This design comes from an exercise in tuning for small area, a short achievable clock period and few clock cycles on the open sky130 flow, not from production work. In this exercise RTL edits were held to simulation tests only and were not proved equivalent to the original. Power is estimated from default activity; no workload was simulated.

==> flow/design.v <==
package spa_pkg;
   localparam int MAX_TERMS = 16;
   localparam int CNT_W     = $clog2(MAX_TERMS + 1);
   localparam int ADDR_W    = (MAX_TERMS > 1) ? $clog2(MAX_TERMS) : 1;
   localparam int COEF_W    = 32;
   localparam int EXPO_W    = 16;
   localparam int TERM_W    = EXPO_W + COEF_W;
   localparam int SLOT_W    = TERM_W + 1;     
   localparam logic [2:0] CMD_CLEAR    = 3'd0;
   localparam logic [2:0] CMD_APPEND_A = 3'd1;
   localparam logic [2:0] CMD_APPEND_B = 3'd2;
   localparam logic [2:0] CMD_ADD      = 3'd3;
   localparam logic [2:0] CMD_SUB      = 3'd4;
   localparam logic [2:0] STATUS_OK         = 3'd0;
   localparam logic [2:0] STATUS_A_EMPTY    = 3'd1;
   localparam logic [2:0] STATUS_B_EMPTY    = 3'd2;
   localparam logic [2:0] STATUS_BOTH_EMPTY = 3'd3;
   localparam logic [2:0] STATUS_FULL       = 3'd4;
   localparam logic [1:0] MD_IDLE   = 2'd0;
   localparam logic [1:0] MD_MERGE  = 2'd1;
   localparam logic [1:0] MD_PASS_A = 2'd2;
   localparam logic [1:0] MD_PASS_B = 2'd3;
   function automatic logic signed [COEF_W-1:0] sat32(input logic signed [COEF_W:0] v);
      if (v[COEF_W] != v[COEF_W-1]) begin
         sat32 = v[COEF_W] ? {1'b1, {(COEF_W-1){1'b0}}} : {1'b0, {(COEF_W-1){1'b1}}};
      end else begin
         sat32 = v[COEF_W-1:0];
      end
   endfunction
endpackage
module spa_ram #(
   parameter int DEPTH = 16,
   parameter int WIDTH = 48
) (
   input  logic                                       clock,
   input  logic                                       wr_en,
   input  logic [((DEPTH > 1) ? $clog2(DEPTH) : 1)-1:0] wr_addr,
   input  logic [WIDTH-1:0]                           wr_data,
   input  logic [DEPTH-1:0]                           rd_sel,    
   output logic [WIDTH-1:0]                           rd_data,
   output logic [WIDTH-1:0]                           word0
);
   logic [WIDTH-1:0] mem_ff [DEPTH];
   always_ff @(posedge clock) begin
      if (wr_en) begin
         mem_ff[wr_addr] <= wr_data;
      end
   end
   always_comb begin
      rd_data = '0;
      for (int k = 0; k < DEPTH; k++) begin
         rd_data = rd_data | (mem_ff[k] & {WIDTH{rd_sel[k]}});
      end
   end
   assign word0   = mem_ff[0];
endmodule
module spa_ctrl (
   input  logic                          clock,
   input  logic                          reset,
   input  logic                          req_tvalid,
   output logic                          req_tready,
   input  logic [2:0]                    req_command,
   input  logic [spa_pkg::TERM_W-1:0]    req_term,
   input  logic                          rsp_tready,
   output logic                          rsp_tvalid,
   output logic [spa_pkg::TERM_W-1:0]    rsp_term,
   output logic [2:0]                    rsp_status,
   output logic                          rsp_last,
   output logic                          a_wr_en,
   output logic                          b_wr_en,
   output logic [spa_pkg::ADDR_W-1:0]    a_wr_addr,
   output logic [spa_pkg::ADDR_W-1:0]    b_wr_addr,
   output logic [spa_pkg::SLOT_W-1:0]    wr_data,
   output logic [spa_pkg::MAX_TERMS-1:0] a_rd_sel,
   output logic [spa_pkg::MAX_TERMS-1:0] b_rd_sel,
   input  logic [spa_pkg::SLOT_W-1:0]    a_rd_data,
   input  logic [spa_pkg::SLOT_W-1:0]    b_rd_data,
   input  logic [spa_pkg::SLOT_W-1:0]    a_word0,
   input  logic [spa_pkg::SLOT_W-1:0]    b_word0
);
   localparam int TW = spa_pkg::TERM_W;
   localparam int CW = spa_pkg::COEF_W;
   localparam int EW = spa_pkg::EXPO_W;
   localparam int NW = spa_pkg::CNT_W;
   localparam int MT = spa_pkg::MAX_TERMS;
   logic                 rdy_ff;
   logic                 i_valid_ff;
   logic [2:0]           i_cmd_ff;
   logic [TW-1:0]        i_data_ff;
   logic [NW-1:0]        cnt_a_ff, cnt_b_ff;
   logic                 clr_pend_ff;       
   logic [1:0]           mode_ff;
   logic                 neg_ff;            
   logic [NW-1:0]        pa_ff, pb_ff;      
   logic [MT-1:0]        a_sel_ff, b_sel_ff;  
   logic                 a_stale_ff, b_stale_ff;  
   logic [TW:0]          a_cur_ff, b_cur_ff;   
   logic                 any_ff;            
   logic                 p_valid_ff, p_dec_ff;
   logic [EW-1:0]        p_expo_ff;
   localparam int LW = 16;                   
   localparam int HW = CW + 1 - LW;          
   logic [LW-1:0]        p_lo_ff;
   logic                 p_c_ff;
   logic [HW-1:0]        p_h0_ff, p_h1_ff;   
   logic [2:0]           p_status_ff;
   logic                 o_valid_ff, o_last_ff;
   logic [TW-1:0]        o_data_ff;
   logic [2:0]           o_status_ff;
   logic                 s_valid_ff, s_last_ff;
   logic [TW-1:0]        s_data_ff;
   logic [2:0]           s_status_ff;
   logic                 go, idle, consume, consume_clear;
   logic                 is_add, is_sub, is_merge_cmd, is_clear;
   logic                 start, active, neg_eff;
   logic [1:0]           step_mode;
   logic [TW-1:0]        op_a, op_b;
   logic                 va0, va1, vb0, vb1;
   logic                 va0_ff, va1_ff, vb0_ff, vb1_ff;
   logic                 za0, za1, zb0, zb1;
   logic signed [EW-1:0] ea, eb;
   logic                 a_gt, b_gt;
   logic                 cancel;
   logic                 prod, adv_a, adv_b, final_step, sel_b, sel_s;
   logic [1:0]           next_mode;
   assign go      = !s_valid_ff;
   assign idle    = mode_ff == spa_pkg::MD_IDLE;
   assign is_add       = i_cmd_ff == spa_pkg::CMD_ADD;
   assign is_sub       = i_cmd_ff == spa_pkg::CMD_SUB;
   assign is_clear     = i_cmd_ff == spa_pkg::CMD_CLEAR;
   assign is_merge_cmd = is_add || is_sub;
   assign consume       = go && idle && i_valid_ff && !(is_merge_cmd && (a_stale_ff || b_stale_ff));
   assign consume_clear = go && !idle && i_valid_ff && is_clear;
   assign start        = consume && is_merge_cmd && cnt_a_ff != '0 && cnt_b_ff != '0;
   assign active       = start || (go && !idle);
   assign neg_eff      = neg_ff;
   assign step_mode    = idle ? spa_pkg::MD_MERGE : mode_ff;
   assign op_a = a_cur_ff[TW-1:0];
   assign op_b = b_cur_ff[TW-1:0];
   assign va0 = va0_ff;
   assign va1 = va1_ff;
   assign vb0 = vb0_ff;
   assign vb1 = vb1_ff;
   assign za0 = a_cur_ff[TW];
   assign zb0 = b_cur_ff[TW];
   assign za1 = a_rd_data[TW];
   assign zb1 = b_rd_data[TW];
   assign ea   = op_a[TW-1:CW];
   assign eb   = op_b[TW-1:CW];
   assign a_gt = ea > eb;
   assign b_gt = eb > ea;
   assign cancel = neg_eff ? (op_a[CW-1:0] == op_b[CW-1:0])
                           : (((op_a[CW-1:0] ^ op_b[CW-1:0]) ==
                               {(op_a[CW-2:0] | op_b[CW-2:0]), 1'b0}) &&
                              !(op_a[CW-1] && op_b[CW-1]));
   always_comb begin
      prod       = 1'b0;
      adv_a      = 1'b0;
      adv_b      = 1'b0;
      final_step = 1'b0;
      sel_b      = 1'b0;
      sel_s      = 1'b0;
      next_mode  = step_mode;
      case (step_mode)
         spa_pkg::MD_PASS_A: begin
            prod       = 1'b1;
            adv_a      = 1'b1;
            final_step = !va1;
         end
         spa_pkg::MD_PASS_B: begin
            prod       = 1'b1;
            adv_b      = 1'b1;
            sel_b      = 1'b1;
            final_step = !vb1;
         end
         default: begin
            if (!va0 || za0) begin
               next_mode = spa_pkg::MD_PASS_B;
               sel_b     = 1'b1;
               if (vb0) begin
                  prod       = 1'b1;
                  adv_b      = 1'b1;
                  final_step = !vb1;
               end else begin
                  final_step = 1'b1;
               end
            end else if (!vb0 || zb0) begin
               next_mode  = spa_pkg::MD_PASS_A;
               prod       = 1'b1;
               adv_a      = 1'b1;
               final_step = !va1;
            end else if (a_gt) begin
               prod  = 1'b1;
               adv_a = 1'b1;
            end else if (b_gt) begin
               prod  = 1'b1;
               adv_b = 1'b1;
               sel_b = 1'b1;
            end else begin
               prod       = !cancel;
               adv_a      = 1'b1;
               adv_b      = 1'b1;
               sel_s      = 1'b1;
               final_step = (!va1 || za1) && !vb1;
            end
         end
      endcase
   end
   logic       direct;
   logic [2:0] direct_status;
   logic       app_a, app_b;
   logic       app_a_ff, app_b_ff;
   logic       a_full, b_full;
   assign a_full = cnt_a_ff == NW'(MT);
   assign b_full = cnt_b_ff == NW'(MT);
   assign app_a  = app_a_ff;
   assign app_b  = app_b_ff;
   always_comb begin
      direct        = 1'b0;
      direct_status = spa_pkg::STATUS_OK;
      if (consume) begin
         case (i_cmd_ff)
            spa_pkg::CMD_APPEND_A: begin
               direct        = 1'b1;
               direct_status = a_full ? spa_pkg::STATUS_FULL : spa_pkg::STATUS_OK;
            end
            spa_pkg::CMD_APPEND_B: begin
               direct        = 1'b1;
               direct_status = b_full ? spa_pkg::STATUS_FULL : spa_pkg::STATUS_OK;
            end
            spa_pkg::CMD_ADD, spa_pkg::CMD_SUB: begin
               if (cnt_a_ff == '0 && cnt_b_ff == '0) begin
                  direct        = 1'b1;
                  direct_status = spa_pkg::STATUS_BOTH_EMPTY;
               end else if (cnt_a_ff == '0) begin
                  direct        = 1'b1;
                  direct_status = spa_pkg::STATUS_A_EMPTY;
               end else if (cnt_b_ff == '0) begin
                  direct        = 1'b1;
                  direct_status = spa_pkg::STATUS_B_EMPTY;
               end
            end
            default: begin
            end
         endcase
      end
   end
   assign a_wr_en   = app_a;
   assign b_wr_en   = app_b;
   assign a_wr_addr = cnt_a_ff[spa_pkg::ADDR_W-1:0];
   assign b_wr_addr = cnt_b_ff[spa_pkg::ADDR_W-1:0];
   assign wr_data   = {i_data_ff[CW-1:0] == '0, i_data_ff};
   assign a_rd_sel  = a_sel_ff;
   assign b_rd_sel  = b_sel_ff;
   logic          m_prod, m_zero, any_prev;
   logic          new_valid, new_dec;
   logic [EW-1:0] new_expo;
   logic [CW:0]   a_ext, b_ext, b_inv;
   logic [LW:0]   lo_ab, lo_b;
   logic [LW+1:0] lo_ab_c;
   logic [HW:0]   s_hi1_c;
   logic [LW-1:0] new_lo;
   logic          new_c;
   logic [HW-1:0] a_hi, bi_hi, s_hi0, s_hi1, b_hi1;
   logic [HW-1:0] new_h0, new_h1, p_hi;
   logic          p_rel, rel_last, p_load;
   logic [TW-1:0] p_item;
   assign any_prev  = !idle && any_ff;
   assign m_prod    = active && prod;
   assign m_zero    = active && final_step && !prod && !any_prev;
   assign new_valid = m_prod || m_zero || direct;
   assign new_dec   = final_step || direct;
   assign a_ext     = {op_a[CW-1], op_a[CW-1:0]};
   assign b_ext     = {op_b[CW-1], op_b[CW-1:0]};
   assign b_inv     = neg_eff ? ~b_ext : b_ext;
   assign lo_ab_c   = {1'b0, a_ext[LW-1:0], neg_eff} + {1'b0, b_inv[LW-1:0], neg_eff};
   assign lo_ab     = lo_ab_c[LW+1:1];
   assign lo_b      = {1'b0, b_inv[LW-1:0]} + (LW+1)'(neg_eff);
   assign new_expo  = !m_prod ? '0 : sel_b ? op_b[TW-1:CW] : op_a[TW-1:CW];
   assign new_lo    = !m_prod ? '0 : sel_s ? lo_ab[LW-1:0] : sel_b ? lo_b[LW-1:0] : a_ext[LW-1:0];
   assign new_c     = m_prod && (sel_s ? lo_ab[LW] : sel_b && lo_b[LW]);
   assign a_hi      = a_ext[CW:LW];
   assign bi_hi     = b_inv[CW:LW];
   assign s_hi0     = a_hi + bi_hi;
   assign s_hi1_c   = {a_hi, 1'b1} + {bi_hi, 1'b1};
   assign s_hi1     = s_hi1_c[HW:1];
   assign b_hi1     = bi_hi + 1'b1;
   assign new_h0    = !m_prod ? '0 : sel_s ? s_hi0 : sel_b ? bi_hi : a_hi;
   assign new_h1    = !m_prod ? '0 : sel_s ? s_hi1 : sel_b ? b_hi1 : a_hi;
   assign p_rel    = go && p_valid_ff && (p_dec_ff || (active && (prod || final_step)));
   assign rel_last = p_dec_ff || !prod;
   assign p_load   = new_valid;
   assign p_hi   = p_c_ff ? p_h1_ff : p_h0_ff;
   assign p_item = {p_expo_ff, spa_pkg::sat32({p_hi, p_lo_ff})};
   logic          o_free;
   logic          i_valid_in, s_valid_in, o_valid_in, p_valid_in;
   logic [2:0]    i_cmd_in;
   logic [1:0]    mode_in;
   logic          merge_cmd_in, stale_in, reload;
   logic          clr_now, consume_in;
   logic [NW-1:0] cnt_a_in, cnt_b_in;
   assign o_free     = !o_valid_ff || rsp_tready;
   assign i_valid_in = rdy_ff ? req_tvalid : (i_valid_ff && !consume_clear);
   assign i_cmd_in   = rdy_ff ? req_command : i_cmd_ff;
   assign s_valid_in = o_free ? 1'b0 : (s_valid_ff || p_rel);
   assign o_valid_in = o_free ? (s_valid_ff || p_rel) : 1'b1;
   assign p_valid_in = p_load ? 1'b1 : (p_rel ? 1'b0 : p_valid_ff);
   assign mode_in    = active ? (final_step ? spa_pkg::MD_IDLE : next_mode) : mode_ff;
   assign merge_cmd_in = i_cmd_in == spa_pkg::CMD_ADD || i_cmd_in == spa_pkg::CMD_SUB;
   assign stale_in   = (app_a && cnt_a_ff == '0) || (app_b && cnt_b_ff == '0);
   assign reload     = (idle && !start) || (active && final_step);
   assign clr_now    = (consume && is_clear) || (active && final_step && (clr_pend_ff || consume_clear));
   assign cnt_a_in   = clr_now ? '0 : cnt_a_ff + NW'(app_a);
   assign cnt_b_in   = clr_now ? '0 : cnt_b_ff + NW'(app_b);
   assign consume_in = !s_valid_in && mode_in == spa_pkg::MD_IDLE && i_valid_in &&
                       !(merge_cmd_in && stale_in);
   always_ff @(posedge clock) begin
      if (reset) begin
         rdy_ff      <= 1'b1;
         i_valid_ff  <= 1'b0;
         cnt_a_ff    <= '0;
         cnt_b_ff    <= '0;
         clr_pend_ff <= 1'b0;
         mode_ff     <= spa_pkg::MD_IDLE;
         a_stale_ff  <= 1'b0;
         b_stale_ff  <= 1'b0;
         app_a_ff    <= 1'b0;
         app_b_ff    <= 1'b0;
         va0_ff      <= 1'b0;
         va1_ff      <= 1'b0;
         vb0_ff      <= 1'b0;
         vb1_ff      <= 1'b0;
         any_ff      <= 1'b0;
         p_valid_ff  <= 1'b0;
         o_valid_ff  <= 1'b0;
         s_valid_ff  <= 1'b0;
      end else begin
         rdy_ff     <= !i_valid_in || !s_valid_in &&
                       (mode_in == spa_pkg::MD_IDLE && !(merge_cmd_in && stale_in) ||
                        i_cmd_in == spa_pkg::CMD_CLEAR);
         a_stale_ff <= app_a && cnt_a_ff == '0;
         b_stale_ff <= app_b && cnt_b_ff == '0;
         i_valid_ff <= i_valid_in;
         mode_ff    <= mode_in;
         p_valid_ff <= p_valid_in;
         o_valid_ff <= o_valid_in;
         s_valid_ff <= s_valid_in;
         cnt_a_ff   <= cnt_a_in;
         cnt_b_ff   <= cnt_b_in;
         if (reload) begin
            va0_ff <= cnt_a_in != '0;
            va1_ff <= cnt_a_in > NW'(1);
            vb0_ff <= cnt_b_in != '0;
            vb1_ff <= cnt_b_in > NW'(1);
         end else if (active) begin
            if (adv_a) begin
               va0_ff <= va1_ff;
               va1_ff <= ({1'b0, pa_ff} + 1'b1) < {1'b0, cnt_a_ff};
            end
            if (adv_b) begin
               vb0_ff <= vb1_ff;
               vb1_ff <= ({1'b0, pb_ff} + 1'b1) < {1'b0, cnt_b_ff};
            end
         end
         app_a_ff   <= consume_in && i_cmd_in == spa_pkg::CMD_APPEND_A && cnt_a_in != NW'(MT);
         app_b_ff   <= consume_in && i_cmd_in == spa_pkg::CMD_APPEND_B && cnt_b_in != NW'(MT);
         clr_pend_ff <= (clr_pend_ff || consume_clear) && !(active && final_step);
         if (active) begin
            any_ff <= !final_step && (any_prev || prod);
         end
      end
   end
   always_ff @(posedge clock) begin
      if (reload) begin
         pa_ff    <= NW'(1);
         pb_ff    <= NW'(1);
         a_sel_ff <= MT'(2);
         b_sel_ff <= MT'(2);
      end else if (active) begin
         if (adv_a) begin
            pa_ff    <= pa_ff + 1'b1;
            a_sel_ff <= a_sel_ff << 1;
         end
         if (adv_b) begin
            pb_ff    <= pb_ff + 1'b1;
            b_sel_ff <= b_sel_ff << 1;
         end
      end
      if (rdy_ff) begin
         i_cmd_ff  <= req_command;
         i_data_ff <= req_term;
      end
      if (reset || mode_in == spa_pkg::MD_IDLE) begin
         neg_ff <= i_cmd_in == spa_pkg::CMD_SUB;
      end
      if (reload) begin
         a_cur_ff <= a_word0;
         b_cur_ff <= b_word0;
      end else begin
         if (active && adv_a) begin
            a_cur_ff <= a_rd_data;
         end
         if (active && adv_b) begin
            b_cur_ff <= b_rd_data;
         end
      end
      if (p_load) begin
         p_expo_ff   <= new_expo;
         p_lo_ff     <= new_lo;
         p_c_ff      <= new_c;
         p_h0_ff     <= new_h0;
         p_h1_ff     <= new_h1;
         p_status_ff <= direct ? direct_status : spa_pkg::STATUS_OK;
         p_dec_ff    <= new_dec;
      end
      if (o_free) begin
         if (s_valid_ff) begin
            o_data_ff   <= s_data_ff;
            o_status_ff <= s_status_ff;
            o_last_ff   <= s_last_ff;
         end else begin
            o_data_ff   <= p_item;
            o_status_ff <= p_status_ff;
            o_last_ff   <= rel_last;
         end
      end
      if (!s_valid_ff) begin
         s_data_ff   <= p_item;
         s_status_ff <= p_status_ff;
         s_last_ff   <= rel_last;
      end
   end
   assign req_tready = rdy_ff;
   assign rsp_tvalid = o_valid_ff;
   assign rsp_term   = o_data_ff;
   assign rsp_status = o_status_ff;
   assign rsp_last   = o_last_ff;
endmodule
module sparse_polynomial_add_subtract (
   input  logic        clock,
   input  logic        reset,
   input  logic        req_tvalid,
   output logic        req_tready,
   input  logic [47:0] req_tdata,    
   input  logic [2:0]  req_tuser,    
   output logic        rsp_tvalid,
   input  logic        rsp_tready,
   output logic [47:0] rsp_tdata,    
   output logic [2:0]  rsp_tuser,    
   output logic        rsp_tlast
);
   logic                       a_wr_en, b_wr_en;
   logic [spa_pkg::ADDR_W-1:0] a_wr_addr, b_wr_addr;
   logic [spa_pkg::MAX_TERMS-1:0] a_rd_sel, b_rd_sel;
   logic [spa_pkg::SLOT_W-1:0] wr_data, a_rd_data, b_rd_data, a_word0, b_word0;
   spa_ram #(.DEPTH(spa_pkg::MAX_TERMS), .WIDTH(spa_pkg::SLOT_W)) u_store_a (
      .clock   (clock),
      .wr_en   (a_wr_en),
      .wr_addr (a_wr_addr),
      .wr_data (wr_data),
      .rd_sel  (a_rd_sel),
      .rd_data (a_rd_data),
      .word0   (a_word0)
   );
   spa_ram #(.DEPTH(spa_pkg::MAX_TERMS), .WIDTH(spa_pkg::SLOT_W)) u_store_b (
      .clock   (clock),
      .wr_en   (b_wr_en),
      .wr_addr (b_wr_addr),
      .wr_data (wr_data),
      .rd_sel  (b_rd_sel),
      .rd_data (b_rd_data),
      .word0   (b_word0)
   );
   spa_ctrl u_ctrl (
      .clock       (clock),
      .reset       (reset),
      .req_tvalid  (req_tvalid),
      .req_tready  (req_tready),
      .req_command (req_tuser),
      .req_term    (req_tdata),
      .rsp_tready  (rsp_tready),
      .rsp_tvalid  (rsp_tvalid),
      .rsp_term    (rsp_tdata),
      .rsp_status  (rsp_tuser),
      .rsp_last    (rsp_tlast),
      .a_wr_en     (a_wr_en),
      .b_wr_en     (b_wr_en),
      .a_wr_addr   (a_wr_addr),
      .b_wr_addr   (b_wr_addr),
      .wr_data     (wr_data),
      .a_rd_sel    (a_rd_sel),
      .b_rd_sel    (b_rd_sel),
      .a_rd_data   (a_rd_data),
      .b_rd_data   (b_rd_data),
      .a_word0     (a_word0),
      .b_word0     (b_word0)
   );
endmodule
==> flow/flow/run.sh <==
#!/bin/bash
set -euo pipefail
bash standard.sh SETUP_SLACK_MARGIN=7.0 finish > standard.log 2>&1
==> flow/standard.sh <==
#!/bin/bash
# synth_recipe.tcl (not shown) runs the flow's synth.tcl, then flattens the netlist and writes it again
# the make line also repeats each setting of config.mk as NAME=value (left out here)
make -C /OpenROAD-flow-scripts/flow DESIGN_CONFIG=/design/flow/config.mk WORK_HOME=/design/flow/orfs CLKGATE_MAP_FILE= SYNTH_SCRIPT=/design/flow/synth_recipe.tcl "${@:-finish}"
==> flow/config.mk <==
export PLATFORM = sky130hd
export DESIGN_NAME = sparse_polynomial_add_subtract
export DESIGN_NICKNAME = sparse_polynomial_add_subtract
export VERILOG_FILES = /design/flow/design.v
export SDC_FILE = /design/flow/constraint.sdc
export NUM_CORES = 4
export LEC_CHECK = 0
export CAP_MARGIN = 20
export CORE_MARGIN = 2
export CORE_UTILIZATION = 60
export CTS_CLUSTER_DIAMETER = 60
export CTS_CLUSTER_SIZE = 20
export SLEW_MARGIN = 20
==> flow/constraint.sdc <==
create_clock -name core_clock -period 10.5 [get_ports {clock}]
set_input_delay 2.1000 -clock core_clock [delete_from_list [all_inputs] [get_ports {clock}]]
set_output_delay 2.1000 -clock core_clock [all_outputs]
set_load 0.01 [all_outputs]
==> results of run 1 <==
==> timing repair <==
item / in CTS / in global routing
setup buffers: 19 / 8
cloned: 17 / 18
resized for setup: 272 / 77
endpoints found under the setup margin: 389 / 375
pin swaps: 7 / 11
==> final timing paths <==
path | to | slack [ns] | cells after the start
min | u_ctrl.s_status_ff[2] | 0.47 | 1
max reg2reg | u_ctrl.p_status_ff[0] | 6.87 | 13
max | u_ctrl.p_status_ff[0] | 6.87 | 13
min reg2reg | u_ctrl.s_status_ff[2] | 0.47 | 1
==> kinds of logic (layout without fill, tap and decap cells) <==
kind of cell	Yosys count	in the layout	synth area share, %
and+or+nand+nor	930	944	5.66
buffers and inverters	395	650	2.06
AOI/OAI and AO/OA	1112	1112	11.0
other	0	4	0
DFF	1960	1960	76.9
muxes	71	71	0.979
xor gates and xnor gates	147	147	1.72
adders and majority gates	100	100	1.69
==> where the power goes <==
part / switching, mW / internal [mW]
clock: 2.71 / 2.81
combinational: 0.236 / 0.113
sequential: 0.0388 / 8.56
total: 2.98 / 11.5
==> registers in the layout, indices dropped and copies added (netlist names), 16 cells and up <==
signal            flops
u_store_b.mem_ff    784
u_ctrl.p_h1_ff       17
u_store_a.mem_ff    784
u_ctrl.i_data_ff     48
u_ctrl.a_cur_ff      49
u_ctrl.b_cur_ff      49
u_ctrl.p_h0_ff       17
u_ctrl.o_data_ff     48
u_ctrl.p_lo_ff       16
u_ctrl.s_data_ff     48
u_ctrl.p_expo_ff     16
==> final cells by class <==
type | instances | share of cell area [%]
timing repair buffer | 296 | 3.49
sequential | 1960 | 68.5
inverter | 117 | 0.522
multi-input combinational | 2374 | 19.7
clock inverter | 69 | 0.948
clock buffer | 168 | 4.37
antenna | 4 | 0.0119
tap | 1637 | 2.43
==> cells in the mapped netlist (15+ instances only) <==
cell and instances:
nor4_1 24, a22oi_1 395, a221oi_1 101, o211ai_1 23
nand2b_1 20, mux2_2 19, a21oi_1 87, a211oi_1 45
inv_1 115, nand4_1 25, buf_2 29, nand2_1 250
xor2_1 80, mux2i_1 52, xnor2_1 67, o21ai_1 28
ha_1 98, nor2_1 268, clkbuf_1 214, nor3_1 43
edfxtp_1 1838, buf_1 29, a22o_1 97, nand3_1 237
a222oi_1 98, a21o_1 19, o21ai_0 134, a31oi_1 15
o22ai_1 19, dfxtp_1 122
==> per-layer routing <==
metal | track usage (%) | routed length (um) | vias to the layer above
met5 | 0 | 28 | -
li1 | - | - | 19100
met2 | 52.9 | 103000 | 2890
met3 | 5.40 | 24900 | 356
met4 | 9.62 | 6370 | 4
met1 | 51.8 | 90300 | 23100
==> results_dict.tcl, run 1 <==
set metrics [dict create \
    via_per_inst 6.86 \
    multi_input_area_um2 16600 \
    die-area_um2 128000 \
    mostFrequentLayoutCell "edfxtp_1" \
    drt_iter0_drc 7329 \
    crit_slowest_cell "or4_4" \
    slew_headroom_pct 22.2 \
    ys_seq_area_share_pct 76.9 \
    track_usage_pct 34.4 \
    grt_first_pass_wirelength_mm 311 \
    yosys.area.top_type_share_pct 73.6 \
    fin_hold_ws_ns 0.474 \
    die_w_um 358 \
    max_stage_delay_ns 0.60 \
    grt_overflow_total 0 \
    finClkSkew_ns 0.0416 \
    ys_types 81 \
    fillers 8401 \
    grt_max_degree 69 \
    ys_ff_latch 1960 \
    hpwl_mm 118 \
    max_freq_ghz 0.276 \
    syn_area_um2 75000 \
    cp_data_required_time_ns 10.98 \
    dpl_worst_slack_ns 5.63 \
    hp-start "u_ctrl.s_status_ff[2]" \
    wirelength_mm 224 \
    total_power_mw 14.5 \
    final_cell_mix "edfxtp_1 (1,838), a22oi_1 (395), nand2_1 (249)" \
    tightest_slew_ns 1.16 \
    rsz0062_at_grt "yes" \
    gp_congestion 0.919 \
    drcViolationCount 0 \
    power_density_nw_per_um2 172 \
    wl_per_cell_um 33.9 \
    area.sequential_um2 57700 \
    synth_fp_nets 4870 \
    final_cells 6625 \
    hold_violations 0 \
    cts_buffer_depth 3 \
    drive_above_1_share_pct 12.4 \
    coreArea_um2 124000 \
    slew_violations 0 \
    ios 109 \
    fin_setup_tns_ns 0 \
    synth_flop_cell "edfxtp_1" \
    synth_edf_count 1838 \
    path_cells "inv_1 -> ha_1 -> nand4_1 -> or4_4 -> or2_4 -> a311o_2 -> buf_12 -> o21ai_4 -> nand2_2 -> o311ai_4 -> buf_12 -> buf_8 -> buf_16" \
    drv_cap 0 \
    rows 129 \
    ir_drop_uv 203 \
    numCtsBuffers 139 \
    path_delay_family "simple AND/OR/NAND/NOR gates" \
    utilization_pct 68.0 \
    final_nets 5043 \
    timing.rr.start "u_ctrl.b_cur_ff[42]" \
    cts_hold_buf 0 \
    h-tree-depth 4 \
    critPathLaunchType "flop" \
    clkLatencyLatePin_ns 0.79 \
    detail-route-antenna-nets 0 \
    critPathKind "reg -> reg" \
    crit_buf_inv 5 \
    post-route-min-period_ns 3.63 \
    status "timing/DRC/antenna clean" \
    root_buffer "clkbuf_16" \
    grt_pass1_vias 42500 \
    antenna_found_initial 9 \
    fin_ws_ns 6.87 \
    setup_violations 0 \
    start_util_pct 60.6 \
    clk_pin_slew_worst_paths_ns 0.08 \
    synth-async-reset-ratio_pct 0 \
    fin_crit_sh_pct 34.5 \
    final_area_um2 84200 \
    port_buffers 108 \
    place_inst 6308 \
    syn2layout_area_growth_pct 12.3 \
    cellLeakagePower_nw 28.3 \
    cp-startpoint "u_ctrl.b_cur_ff[42]" \
    synth_area_leader_cell "edfxtp_1" \
    critical_path.max_fanout 7 \
    crit_top_cell "buf_12" \
    place_area_um2 78400 \
    arrival_ns 4.10 \
    cts_tree "done" \
    fp.dieH_um 358 \
    syn-mean-instance-area_um2 15.9 \
    dr.pass1.iters 10 \
    postSynthCellCount 4715 \
    crit_path_end_kind "flop" \
    cts_sinks 1960 \
    synth.yosys.warnings 2 \
    min_path_type "reg -> reg" \
    num_vias 45400 \
    netlist_top_cells_area "edfxtp_1 (74%), a22oi_1 (4.0%), dfxtp_1 (3.3%)" \
]
Testbench counts, summed over its fixed seeds: cycles 29,326.
==> run 2, diff against run 1 <==
--- a/flow/config.mk
+++ b/flow/config.mk
@@ -8,6 +8,6 @@
 export CAP_MARGIN = 20
 export CORE_MARGIN = 2
 export CORE_UTILIZATION = 60
-export CTS_CLUSTER_DIAMETER = 60
-export CTS_CLUSTER_SIZE = 20
+export CTS_CLUSTER_DIAMETER = 80
+export CTS_CLUSTER_SIZE = 25
 export SLEW_MARGIN = 20
==> results_dict.tcl, run 2 <==
set metrics [dict create \
    status "timing/DRC/antenna clean" \
    num_vias 45400 \
    clkLatencyLatePin_ns 0.75 \
    holdPathStages 2 \
    utilization_pct 67.2 \
    synth-async-reset-ratio_pct 0 \
    grt_overflow_total 0 \
    start_util_pct 60.6 \
    cts_buffer_depth 3 \
    drt_iter0_drc 7480 \
    netlist_top_cells_area "edfxtp_1 (74%), a22oi_1 (4.0%), dfxtp_1 (3.3%)" \
    r2r-end "u_ctrl.p_h1_ff[8]" \
    die-area_um2 128000 \
    ys_top_cells_by_count "edfxtp_1 (1,838), a22oi_1 (395), nor2_1 (268)" \
    rows 129 \
    synthXorXnorAreaFrac_pct 1.72 \
    arrival_ns 4.15 \
    wirelength_mm 226 \
    numCtsBuffers 93 \
    slew_violations 0 \
    post-route-min-period_ns 3.70 \
    final_nets 5024 \
    reg2reg_slack_ns 6.80 \
    power_density_nw_per_um2 158 \
    sw_frac_of_total_pct 20.5 \
    port_buffers 108 \
    root_buffer "clkbuf_16" \
    fin_setup_tns_ns 0 \
    syn-mean-instance-area_um2 15.9 \
    grt_use_met2_pct 52.9 \
    rsz0062_at_grt "yes" \
    drcViolationCount 0 \
    syn2layout_area_growth_pct 11.0 \
    yosysMostFrequentCell "edfxtp_1" \
    ios 109 \
    dpl_worst_slack_ns 5.63 \
    synth_compound_area_share_pct 11.0 \
    finClkSkew_ns 0.0456 \
    timing.rr.start "u_ctrl.a_cur_ff[44]" \
    dr.pass1.iters 7 \
    gr-usage-met1_pct 51.7 \
    grt_max_degree 113 \
    min_path_type "reg -> reg" \
    slew_headroom_pct 24.8 \
    worstSetupEndpoint "u_ctrl.p_h1_ff[8]" \
    grt_pass1_vias 42100 \
    synth_edf_count 1838 \
    postSynthCellCount 4715 \
    coreArea_um2 124000 \
    track_usage_pct 34.2 \
    ys_ff_latch 1960 \
    synth_fa_ha_area_share_pct 1.69 \
    fin_hold_ws_ns 0.467 \
    critical_path.max_fanout 7 \
    clk_pin_slew_worst_paths_ns 0.10 \
    clkPwrFrac_pct 31.9 \
    top_regs "u_store_a.mem_ff (784), u_store_b.mem_ff (784)" \
    tightest_slew_ns 1.13 \
    synth_flop_cell "edfxtp_1" \
    final_area_um2 83200 \
    grt_first_pass_wirelength_mm 310 \
    critPathLaunchType "flop" \
    antenna_found_initial 14 \
    ys_seq_area_share_pct 76.9 \
    ys_types 81 \
    yosys.area.top_type_share_pct 73.6 \
    cp-startpoint "u_ctrl.a_cur_ff[44]" \
    wl_per_cell_um 34.3 \
    cts_tree "done" \
    cellLeakagePower_nw 27.8 \
    hold_violations 0 \
    use_met3_pct 5.18 \
    p_comb_share_pct 2.7 \
    synth_top_family_by_area "compound AO/OA/AOI/OAI gates" \
    total_power_mw 13.2 \
    syn_area_um2 75000 \
    cp_data_required_time_ns 10.94 \
    synth_simple_gate_area_share_pct 5.66 \
    cts_sinks 1960 \
    detail-route-antenna-nets 0 \
    final_cell_mix "edfxtp_1 (1,838), a22oi_1 (395), nand2_1 (249)" \
    setup_violations 0 \
    fillers 8507 \
    die_w_um 358 \
    fin_crit_sh_pct 35.3 \
    synth_fp_nets 4870 \
    mostFrequentLayoutCell "edfxtp_1" \
    place_inst 6308 \
    gp_congestion 0.919 \
    fin_ws_ns 6.80 \
    final_cells 6580 \
    p_sw_mw 2.70 \
    p_int_mw 10.5 \
    fp.dieH_um 358 \
    via_per_inst 6.90 \
    drv_cap 0 \
    yosys-mux-area-fraction_pct 0.979 \
    critPathKind "reg -> reg" \
    h-tree-depth 3 \
    ir_drop_uv 177 \
    crit_path_end_kind "flop" \
    hpwl_mm 118 \
    p_seq_share_pct 65.4 \
    synth_area_leader_cell "edfxtp_1" \
    worstRegToRegCells 13 \
    drive_above_1_share_pct 10.9 \
    busiest_layer "met2" \
    max_freq_ghz 0.270 \
    synth.yosys.warnings 2 \
    place_area_um2 78400 \
]
-- run 2: cell counts after synthesis --
Identical to the previous run, type by type.
-- run 2: worst min-delay path by stage --
stage                         startpoint              endpoint  slack (ns)
global route        u_ctrl.s_data_ff[41]  u_ctrl.s_data_ff[41]        0.50
CTS                     u_ctrl.s_last_ff      u_ctrl.s_last_ff        0.47
global placement        u_ctrl.s_last_ff      u_ctrl.s_last_ff        0.44
detailed placement      u_ctrl.s_last_ff      u_ctrl.s_last_ff        0.45
finish                  u_ctrl.s_last_ff      u_ctrl.s_last_ff        0.47
floorplan               u_ctrl.s_last_ff      u_ctrl.s_last_ff        0.43
-- run 2: layout make-up --
type,count,area [um2],share of cell area (%)
Antenna cell,2,5.00,0.00601
Sequential cell,1960,57700,69.3
Inverter,117,439,0.528
Clock buffer,148,2600,3.12
Tap cell,1637,2050,2.46
Clock inverter,19,235,0.283
Timing Repair Buffer,325,3610,4.34
Multi-Input combinational cell,2372,16600,20.0
-- run 2: what timing repair did --
| action | CTS | global route |
|---|---|---|
| hold buffers | 0 | 0 |
| setup endpoints to repair | 390 | 383 |
| pin swaps | 10 | 11 |
| cloned | 23 | 22 |
| resized for setup | 203 | 109 |
| buffers inserted | 24 | 20 |
-- run 2: metal layers --
metal | part of all wire [%] | vias to the layer above | wire [um]
met2 | 46 | 2965 | 103000
li1 | - | 19000 | -
met4 | 2.9 | 6 | 6600
met3 | 11 | 342 | 25900
met1 | 40 | 23100 | 90300
met5 | 0.017 | - | 39
-- run 2: critical path, cell delays in order, from the launching register on --
cell and delay, ns:
edfxtp_1 0.41, ha_1 0.32, nand4_1 0.17, or4_4 0.59, or2_4 0.25, a311o_2 0.40, buf_12 0.15, o21ai_4 0.17
nand2_2 0.10, o311ai_4 0.31, buf_12 0.17, buf_12 0.12, buf_4 0.14, buf_16 0.12
-- run 2: kinds of logic after synthesis --
| family | count (synthesis) |
|---|---|
| xor gates and xnor gates | 147 |
| muxes | 71 |
| adders and majority gates | 100 |
| DFF | 1960 |
| buffers and inverters | 395 |
| and+or+nand+nor | 930 |
| AOI/OAI and AO/OA | 1112 |
-- run 2: power groups by stage --
stage / Clock [mW] / Combinational [mW] / Sequential (mW)
final: 4.20 / 0.356 / 8.60
after global routing: 4.48 / 0.376 / 8.61
after CTS: 4.23 / 0.324 / 8.61
after detailed placement: 0 / 0.313 / 8.79
after global placement: 0 / 0.309 / 8.79
after floorplan: 0 / 0.126 / 8.81
==> run 3, diff against run 2 <==
==> flow/flow/run.sh (replaced) <==
#!/bin/bash
set -euo pipefail
bash standard.sh SETUP_SLACK_MARGIN=7.2 finish > standard.log 2>&1
--- a/flow/config.mk
+++ b/flow/config.mk
@@ -8,6 +8,6 @@
 export CAP_MARGIN = 20
 export CORE_MARGIN = 2
 export CORE_UTILIZATION = 60
-export CTS_CLUSTER_DIAMETER = 80
-export CTS_CLUSTER_SIZE = 25
+export CTS_CLUSTER_DIAMETER = 60
+export CTS_CLUSTER_SIZE = 20
 export SLEW_MARGIN = 20
==> results_dict.tcl, run 3 <==
set metrics [dict create \
    fin_crit_sh_pct 36.5 \
    power_density_nw_per_um2 165 \
    final_cell_mix "edfxtp_1 (1,838), a22oi_1 (395), nand3_1 (237)" \
    critical_path.max_fanout 5 \
    fin_ws_ns 6.67 \
    drt_iter0_drc 7856 \
    wl_per_cell_um 34.2 \
    place_inst 6308 \
    die-area_um2 128000 \
    path_cells "ha_1 -> nand4_1 -> or4_4 -> or2_4 -> a311o_2 -> buf_12 -> o21ai_4 -> nand2_2 -> o311ai_4 -> buf_4 -> buf_12 -> buf_16" \
    ys_types 81 \
    syn2layout_area_growth_pct 16.2 \
    root_buffer "clkbuf_16" \
    via_per_inst 6.91 \
    numCtsBuffers 135 \
    detail-route-antenna-nets 0 \
    synth-async-reset-ratio_pct 0 \
    grt_first_pass_wirelength_mm 318 \
    crit_slowest_cell "or4_4" \
    rows 129 \
    min_path_type "reg -> reg" \
    h-tree-depth 4 \
    cp_data_required_time_ns 10.99 \
    drv_cap 0 \
    cellLeakagePower_nw 29.4 \
    reg2reg_slack_ns 6.67 \
    arrival_ns 4.32 \
    cts_tree "done" \
    slew_headroom_pct 20.5 \
    max_stage_delay_ns 0.65 \
    setup_violations 0 \
    wirelength_mm 230 \
    dr.max_layer_used "met4" \
    synth_fp_nets 4870 \
    dr.pass1.iters 8 \
    fin_setup_tns_ns 0 \
    dpl_worst_slack_ns 6.07 \
    post-route-min-period_ns 3.83 \
    fin_hold_ws_ns 0.459 \
    wl_met1_mm 88.4 \
    tightest_slew_ns 1.19 \
    rsz0062_at_grt "yes" \
    grt_max_degree 56 \
    ys_ff_latch 1960 \
    synth_edf_count 1838 \
    dr_wl_met3_mm 27.8 \
    ios 109 \
    cts_sinks 1960 \
    postSynthCellCount 4715 \
    netlist_top_cells_area "edfxtp_1 (74%), a22oi_1 (4.0%), dfxtp_1 (3.3%)" \
    syn_area_um2 75000 \
    critPathLaunchType "flop" \
    fp.dieH_um 358 \
    clkLatencyLatePin_ns 0.80 \
    met2_wirelength_mm 106 \
    clk_pin_slew_worst_paths_ns 0.08 \
    synth_flop_cell "edfxtp_1" \
    ys_top_cells_by_count "edfxtp_1 (1,838), a22oi_1 (395), nor2_1 (268)" \
    yosys.area.top_type_share_pct 73.6 \
    final_nets 5128 \
    final_cells 6713 \
    grt_overflow_total 0 \
    critPathKind "reg -> reg" \
    crit_top_cell "buf_12" \
    drive_above_1_share_pct 17.9 \
    slew_violations 0 \
    die_w_um 358 \
    top_regs "u_store_a.mem_ff (784), u_store_b.mem_ff (784)" \
    port_buffers 108 \
    coreArea_um2 124000 \
    status "timing/DRC/antenna clean" \
    gp_congestion 0.888 \
    hpwl_mm 115 \
    ys_seq_area_share_pct 76.9 \
    finClkSkew_ns 0.0318 \
    cts_buffer_depth 3 \
    mostFrequentLayoutCell "edfxtp_1" \
    max_freq_ghz 0.261 \
    synth.yosys.warnings 2 \
    grt_pass1_vias 43700 \
    hold_violations 0 \
    synth_area_leader_cell "edfxtp_1" \
    num_vias 46400 \
    antenna_found_initial 2 \
    drcViolationCount 0 \
    track_usage_pct 35.1 \
    syn-mean-instance-area_um2 15.9 \
    start_util_pct 60.6 \
    crit_path_end_kind "flop" \
    yosysMostFrequentCell "edfxtp_1" \
    ir_drop_uv 190 \
]
run 3: kinds of logic after synthesis:
group                    count (synthesis)  synth area share [%]
AO/OA/AOI/OAI                         1112                  11.0
XOR/XNOR                               147                  1.72
adder cells (fa/ha/maj)                100                  1.69
buffers and inverters                  395                  2.06
flip-flops                            1960                  76.9
multiplexers                            71                 0.979
AND/OR/NAND/NOR                        930                  5.66
run 3: final timing paths:
check | from | to | cells after the start
worst min register to register | u_ctrl.s_last_ff | u_ctrl.s_last_ff | 2
worst max-delay path | u_ctrl.a_cur_ff[34] | u_ctrl.p_expo_ff[5] | 12
worst max register to register | u_ctrl.a_cur_ff[34] | u_ctrl.p_expo_ff[5] | 12
worst min-delay path | u_ctrl.s_last_ff | u_ctrl.s_last_ff | 2
run 3: critical path, delay by kind of cell, from the launching register on:
family | cells | cell delay, ns
AO/OA/AOI/OAI | 3 | 0.84
adder cells (fa/ha/maj) | 1 | 0.34
buffers and inverters | 4 | 0.69
flip-flops | 1 | 0.44
AND/OR/NAND/NOR | 4 | 1.19
run 3: report_power, final:
| part | internal (mW) | switching, mW | leakage (nW) |
|---|---|---|---|
| Combinational | 0.126 | 0.243 | 9.37 |
| Clock | 2.76 | 2.68 | 2.15 |
| Sequential | 8.56 | 0.0415 | 17.9 |
run 3: timing repair:
| action | 4_1_cts | 5_1_grt |
|---|---|---|
| resized for setup | 372 | 373 |
| buffers inserted | 51 | 27 |
| cloned | 41 | 34 |
| hold endpoints to repair | 0 | 0 |
| setup endpoints to repair | 454 | 428 |
| hold buffers | 0 | 0 |
| pin swaps | 11 | 129 |
run 3: area by class of cell:
class,count,area [um2]
sequential,1960,57700
fill,7876,36600
multi-input combinational,2370,17700
timing repair buffer,389,4890
clock buffer,174,3710
tap,1637,2050
clock inverter,63,712
inverter,117,439
antenna,3,7.51
run 3: layer usage:
metal,vias up,track usage (%)
met2,3121,54.9
met1,23700,51.0
li1,19200,-
met5,-,0
met3,389,5.98
met4,0,11.5
run 3: per-stage QoR:
stage / util, % / power [mW] / instance area [um2]
floorplan: - / 8.93 / 75100
global placement: 63.3 / 9.10 / 78300
detailed placement: 63.3 / 9.10 / 78300
CTS: 68.5 / 14.4 / 84800
global route: 70.4 / 14.8 / 87200
finish: 70.4 / 14.4 / 87200
==> run 4, diff against run 3 <==
==> flow/flow/run.sh (replaced) <==
#!/bin/bash
set -euo pipefail
bash standard.sh SETUP_SLACK_MARGIN=7.0 finish > standard.log 2>&1
--- a/flow/config.mk
+++ b/flow/config.mk
@@ -7,7 +7,8 @@
 export LEC_CHECK = 0
 export CAP_MARGIN = 20
 export CORE_MARGIN = 2
-export CORE_UTILIZATION = 60
+export CORE_UTILIZATION = 65
 export CTS_CLUSTER_DIAMETER = 60
 export CTS_CLUSTER_SIZE = 20
+export PLACE_DENSITY = 0.68
 export SLEW_MARGIN = 20
==> results_dict.tcl, run 4 <==
set metrics [dict create \
    status "timing/DRC/antenna clean" \
    synth_compound_area_share_pct 11.0 \
    synth_fp_nets 4870 \
    slew_violations 0 \
    drive_above_1_share_pct 11.7 \
    ys_seq_area_share_pct 76.9 \
    root_buffer "clkbuf_16" \
    arrival_ns 4.13 \
    synth_top_family_by_area "compound AO/OA/AOI/OAI gates" \
    start_util_pct 65.6 \
    power_density_nw_per_um2 171 \
    top_regs "u_store_a.mem_ff (784), u_store_b.mem_ff (784)" \
    synth_edf_count 1838 \
    rsz0062_at_grt "yes" \
    gp_congestion 0.970 \
    ys_types 81 \
    wirelength_mm 219 \
    wl_per_cell_um 33.7 \
    grt_overflow_total 0 \
    cp_data_required_time_ns 10.98 \
    grt_max_degree 69 \
    setup_violations 0 \
    hpwl_mm 116 \
    place_inst 6181 \
    ys_ff_latch 1960 \
    coreArea_um2 114000 \
    synth.yosys.warnings 2 \
    track_usage_pct 36.9 \
    synth_simple_gate_area_share_pct 5.66 \
    clkLatencyLatePin_ns 0.78 \
    dr.pass1.iters 9 \
    cts_tree "done" \
    grt_pass1_vias 42700 \
    h-tree-depth 4 \
    clk_pin_slew_worst_paths_ns 0.08 \
    syn-mean-instance-area_um2 15.9 \
    syn2layout_area_growth_pct 11.7 \
    cellLeakagePower_nw 28.2 \
    drv_cap 0 \
    ios 109 \
    num_vias 45700 \
    syn_area_um2 75000 \
    finClkSkew_ns 0.0432 \
    fp.dieH_um 344 \
    detail-route-antenna-nets 0 \
    final_cells 6484 \
    min_path_type "reg -> reg" \
    yosysMostFrequentCell "edfxtp_1" \
    via_per_inst 7.04 \
    fin_setup_tns_ns 0 \
    critPathLaunchType "flop" \
    cts_sinks 1960 \
    fin_crit_sh_pct 34.8 \
    die_w_um 344 \
    postSynthCellCount 4715 \
    critical_path.max_fanout 7 \
    ys_top_cells_by_count "edfxtp_1 (1,838), a22oi_1 (395), nor2_1 (268)" \
    ir_drop_uv 172 \
    critPathKind "reg -> reg" \
    yosys-mux-area-fraction_pct 0.979 \
    slew_headroom_pct 13.2 \
    synth_flop_cell "edfxtp_1" \
    grt_first_pass_wirelength_mm 307 \
    port_buffers 108 \
    netlist_top_cells_area "edfxtp_1 (74%), a22oi_1 (4.0%), dfxtp_1 (3.3%)" \
    final_cell_mix "edfxtp_1 (1,838), a22oi_1 (395), nand2_1 (249)" \
    cts_buffer_depth 3 \
    crit_path_end_kind "flop" \
    die-area_um2 118000 \
    final_nets 5029 \
    numCtsBuffers 134 \
    synth_area_leader_cell "edfxtp_1" \
    hold_violations 0 \
    mostFrequentLayoutCell "edfxtp_1" \
    antenna_found_initial 1 \
    drt_iter0_drc 8044 \
    tightest_slew_ns 1.29 \
    max_freq_ghz 0.273 \
    drcViolationCount 0 \
    yosys.area.top_type_share_pct 73.6 \
    post-route-min-period_ns 3.66 \
    synth-async-reset-ratio_pct 0 \
    rows 124 \
    synth_fa_ha_area_share_pct 1.69 \
    synthXorXnorAreaFrac_pct 1.72 \
]
[run 4: metal layers]
metal  share of wire [%]  global-route usage (%)  vias up
met5              0.0050                       0        -
met4                 3.2                    12.4        2
met3                  13                    5.92      427
met2                  46                    56.5     3409
met1                  38                    54.9    22800
li1                    -                       -    19000
[run 4: timing repair]
item,in CTS,in global routing
gates resized for setup,240,38
cloned,23,8
setup buffers,18,7
hold buffers,0,0
setup endpoints to repair,425,335
pin swaps,5,7
[run 4: stage by stage]
step           setup WS (ns)  hold slack [ns]  util (%)  area (um2)  power, mW
5_1_grt                 6.77            0.501      73.3       83800       14.6
2_1_floorplan           5.78            0.430         -       75100       8.93
3_3_place_gp            5.14            0.447      68.3       78100       9.09
3_5_place_dp            5.06            0.456      68.4       78200       9.10
4_1_cts                 6.88            0.467      72.8       83200       14.3
6_report                6.84            0.477      73.3       83800       14.3
[run 4: area by class of cell]
class                   instances  area [um2]
multi-input cells            2371       16500
inverters                     117         439
clock buffers                 168        3720
clock inverters                64         643
diodes                          2        5.00
repair buffers                290        2880
well taps                    1512        1890
fillers                      7019       30600
flip-flops and latches       1960       57700
[run 4: worst max-delay path, cell delays in order (launching register included)]
cell and delay [ns]:
edfxtp_1 0.44, ha_4 0.30, nand4_1 0.13, or4_4 0.60, or2_4 0.26, a311o_2 0.35
buf_12 0.15, o21ai_4 0.15, nand2_2 0.09, o311ai_4 0.31, buf_6 0.16, buf_16 0.19
clkbuf_16 0.20
[run 4: cells by family (layout without fill, tap and decap cells)]
logic type,Yosys count,in the layout
flip-flops,1960,1960
AO/OA/AOI/OAI,1112,1113
AND/OR/NAND/NOR,930,940
buffers and inverters,395,639
XOR/XNOR,147,147
adder cells (fa/ha/maj),100,100
multiplexers,71,71
other,0,2
[run 4: final timing paths]
check	endpoint	cells past startpoint	start	slack, ns
max	u_ctrl.p_h1_ff[13]	12	u_ctrl.a_cur_ff[43]	6.84
min	u_ctrl.s_data_ff[39]	1	u_ctrl.s_data_ff[39]	0.48
min reg2reg	u_ctrl.s_data_ff[39]	1	u_ctrl.s_data_ff[39]	0.48
max reg2reg	u_ctrl.p_h1_ff[13]	12	u_ctrl.a_cur_ff[43]	6.84
[run 4: report_power, final]
| part | internal (mW) | leakage, nW | switching [mW] | total, mW |
|---|---|---|---|---|
| Sequential | 8.56 | 17.9 | 0.0425 | 8.60 |
| Clock | 2.71 | 2.12 | 2.63 | 5.35 |
| Combinational | 0.118 | 8.16 | 0.230 | 0.349 |

static timing again, ports no longer ideal:
The results above use ideal ports. As a check the final layouts listed here were re-extracted and re-timed, cells and wires unchanged.
Step 1 assumes that a clkbuf_16 drives the clock port and a buf_2 every other input.
Step 2 also shifts input and output timing later by t, the mid clock arrival at the registers, as if the neighbouring blocks saw the same clock.
a / b / c = no drivers / after step 1 / after step 2; a / b = the first two.
| run | t, ns | setup WS [ns] | worst setup path after step 2 | clock arrival spread, ns | slew at the worst register clock pin (ns) |
|---|---|---|---|---|---|
| run 1 | 0.855 | 6.874 / 6.846 / 6.415 | input to register | 0.042 / 0.042 | 0.09 / 0.09 |
| run 2 | 0.812 | 6.795 / 6.795 / 6.403 | input to register | 0.047 / 0.048 | 0.11 / 0.11 |
| run 3 | 0.860 | 6.668 / 6.668 / 6.249 | input to register | 0.035 / 0.036 | 0.08 / 0.08 |
| run 4 | 0.832 | 6.844 / 6.844 / 6.535 | input to register | 0.043 / 0.043 | 0.08 / 0.08 |
After both steps setup and hold are still met in every run listed. For run 1, which loses most, drivers alone change the setup slack by -0.028 ns; drivers and shift together by -0.459 ns.
